From an optimization exercise on the open Yosys and OpenROAD flow, aimed at small area, a short achievable clock period and few clock cycles per item; shortcuts taken in it are not production practice. Where RTL was checked, it was by simulation tests only, not by an equivalence proof against the original. Power figures rest on the tool's default switching activity, not on a simulated workload.

## arena_bump_allocator_core
module arena_bump_allocator_core (
  input  logic                              clk,
  input  logic                              rst_n,
  input  logic                              cfg_valid,
  output logic                              cfg_ready,
  input  logic                              cfg_index,
  input  logic [abump_pkg::ADDR_W-1:0]      cfg_data,
  input  logic                              in_valid,
  output logic                              in_ready,
  input  logic [abump_pkg::FUNC_W-1:0]      in_func,
  input  logic [abump_pkg::OFF_W-1:0]       in_request_size,
  input  logic [abump_pkg::ALIGN_LOG_W-1:0] in_align_log2,
  input  logic [abump_pkg::ADDR_W-1:0]      in_old_address,
  input  logic [abump_pkg::OFF_W-1:0]       in_old_length,
  input  logic [abump_pkg::OFF_W-1:0]       in_snap_current,
  input  logic [abump_pkg::OFF_W-1:0]       in_snap_previous,
  output logic                              out_valid,
  input  logic                              out_ready,
  output logic [abump_pkg::STATUS_W-1:0]    out_status,
  output logic [abump_pkg::ADDR_W-1:0]      out_result_address,
  output logic [abump_pkg::OFF_W-1:0]       out_copy_length,
  output logic [abump_pkg::OFF_W-1:0]       out_clear_offset,
  output logic [abump_pkg::OFF_W-1:0]       out_clear_length,
  output logic [abump_pkg::OFF_W-1:0]       out_current_offset,
  output logic [abump_pkg::OFF_W-1:0]       out_previous_offset
);
For scale: ~300 I/O pins.
clock: 9.0 ns
lec_check: 0
cap_margin: 20
core_margin: 2
core_utilization: 65
setup_slack_margin: 2.5
slew_margin: 20
tns_end_percent: 100
standard.sh (not shown) runs the stock make flow with config.mk's settings and CLKGATE_MAP_FILE= SYNTH_SCRIPT=/design/flow/synth_recipe.tcl, a recipe that flattens the netlist after the stock synthesis.
==> flow/flow/run.sh <==
#!/bin/bash
# Standard layout, with the port buffers made as buf_1 cells instead of the
# delay-cell buffers buffer_ports picks by default.
cp standard.sh standard_sh.txt
export BUFFER_PORTS_ARGS="-buffer_cell sky130_fd_sc_hd__buf_1"
bash standard.sh > standard.log 2>&1
==> next run, changes <==
--- a/flow/design.v
+++ b/flow/design.v
@@ -185,25 +185,28 @@
     end else begin : g_hi
       assign boff[j] = top_r[j] ^ (bump_inc & run[j]);
     end
   end
   assign boff[OW] = bump_inc & run[OW];
   logic [OW-1:0] room;
   logic [OW:0]   room_cy;
   abump_add #(OW) u_room (.a(usable_r), .b(~in_request_size), .ci(1'b1), .s(room), .cy(room_cy));
-  logic          sel_ip;
-  logic [OW:0]   xoff;
-  logic [OW-1:0] cand;
-  logic [OW+1:0] fx_cy;
-  logic          fit;
-  assign xoff = sel_ip ? {1'b0, last_r} : boff;
-  abump_add #(OW) u_cand (.a(xoff[OW-1:0]), .b(in_request_size), .ci(1'b0), .s(cand), .cy());
-  abump_add #(OW+1) u_fit (.a({1'b0, room}), .b(~xoff), .ci(1'b1), .s(), .cy(fx_cy));
-  assign fit = room_cy[OW] && fx_cy[OW+1];
+  logic [OW-1:0] cand_b;
+  logic [OW+1:0] fb_cy;
+  logic          fit_b;
+  abump_add #(OW) u_cand_b (.a(boff[OW-1:0]), .b(in_request_size), .ci(1'b0), .s(cand_b), .cy());
+  abump_add #(OW+1) u_fit_b (.a({1'b0, room}), .b(~boff), .ci(1'b1), .s(), .cy(fb_cy));
+  assign fit_b = room_cy[OW] && fb_cy[OW+1];
+  logic [OW-1:0] cand_ip;
+  logic [OW:0]   fi_cy;
+  logic          fit_ip;
+  abump_add #(OW) u_cand_ip (.a(last_r), .b(in_request_size), .ci(1'b0), .s(cand_ip), .cy());
+  abump_add #(OW) u_fit_ip (.a(room), .b(~last_r), .ci(1'b1), .s(), .cy(fi_cy));
+  assign fit_ip = room_cy[OW] && fi_cy[OW];
   logic [DW-1:0] blk_addr;   
   logic          below;      
   logic          in_arena;   
   logic          bad;
   logic          in_place;
   abump_add #(DW) u_blk (.a(base_r), .b({11'b0, last_r}), .ci(1'b0), .s(blk_addr), .cy());
   logic [DW:0] bl_cy;
   abump_add #(DW) u_below (.a(in_old_address), .b(~base_r), .ci(1'b1), .s(), .cy(bl_cy));
@@ -232,40 +235,40 @@
   abump_add #(OW) u_cstart (.a(last_r), .b(in_old_length), .ci(1'b0), .s(cstart), .cy());
   logic rs_bump;    
   logic rs_bad;
   logic rs_ip;      
   logic rs_mv;      
   logic do_bump;
   logic take_b;
   logic take_ip;
-  assign sel_ip  = f_resize && !no_old && in_place;
   assign rs_bump = f_resize && no_old;
   assign rs_bad  = f_resize && !no_old && bad;
   assign rs_ip   = f_resize && !no_old && !bad && in_place;
   assign rs_mv   = f_resize && !no_old && !bad && !in_place;
   assign do_bump = f_alloc || rs_bump || rs_mv;
-  assign take_b  = do_bump && fit;
-  assign take_ip = rs_ip && fit;
+  assign take_b  = do_bump && fit_b;
+  assign take_ip = rs_ip && fit_ip;
   always_comb begin
-    if (take_b || take_ip) top_nxt = cand;
+    if (take_b)       top_nxt = cand_b;
+    else if (take_ip) top_nxt = cand_ip;
     else if (f_clear) top_nxt = '0;
     else if (f_load)  top_nxt = in_snap_current;
     else              top_nxt = top_r;
     if (take_b)       last_nxt = boff[OW-1:0];
     else if (f_clear) last_nxt = '0;
     else if (f_load)  last_nxt = in_snap_previous;
     else              last_nxt = last_r;
     if (f_free)                                        status_nxt = abump_pkg::ST_NO_FREE;
     else if (rs_bad)                                   status_nxt = abump_pkg::ST_BAD_OLD;
-    else if ((do_bump || rs_ip) && !fit)               status_nxt = abump_pkg::ST_NO_MEM;
+    else if ((do_bump && !fit_b) || (rs_ip && !fit_ip)) status_nxt = abump_pkg::ST_NO_MEM;
     else                                               status_nxt = abump_pkg::ST_OK;
     blk_nxt = take_b || take_ip;
     clr_nxt = zeroed && (take_b || (take_ip && grows));
-    mv_nxt  = rs_mv && fit;
+    mv_nxt  = rs_mv && fit_b;
   end
   always_ff @(posedge clk) begin
     if (!rst_n) begin
       base_r   <= '0;
       usable_r <= '0;
       top_r    <= '0;
       last_r   <= '0;
       valid_r  <= 1'b0;
After rerunning: Setup slack improves by 0.23 ns; combinational power fell by about 5%; critical path depth fell by 16; core utilization fell by 1.8 points; die area rose by about 3.2%; power fell by about 4%; wire length rose by about 2%; count of clock-buffer cells in the layout rose by 2; global-route usage fell by 0.82 points; via count rose by about 6%; flip-flop and latch count stays the same; register-to-register slack improves by 0.38 ns; fmax rose by 3.7%; synthesized area rose by about 3.3%.
Testbench counts after the change, summed over its fixed seeds: cycles 91,397, items 80,000.
Function not checked in the first run of this note: the RTL went through the layout flow alone.

afterwards: timing with drivers on the ports:
The flow's constraints put no driver on any port. The routed layouts listed below were extracted and timed again, unchanged, in two steps.
Step 1 assumes that a clkbuf_16 drives the clock port and a buf_2 every other input.
Step 2, shift: input delay + t, output delay - t, t = (earliest + latest rising clock arrival at the registers) / 2. This alone moves slack from input paths to output paths.
Three values: ideal ports, drivers, drivers and shift; two values: the first two.
| run | shift t [ns] | setup WS [ns] | hold slack, ns | worst setup path after step 2 | clock arrival spread, ns |
|---|---|---|---|---|---|
| the first run | 0.526 | 2.406 / 2.406 / 1.975 | 0.495 / 0.495 / 0.495 | input to register | 0.025 / 0.025 |
| the second run | 0.506 | 2.640 / 2.622 / 2.162 | 0.493 / 0.493 / 0.493 | input to register | 0.015 / 0.015 |
After both steps setup and hold are still met in every run listed. The setup slack of the second run, which loses most, moves by -0.018 ns with the drivers and by -0.478 ns with both steps.
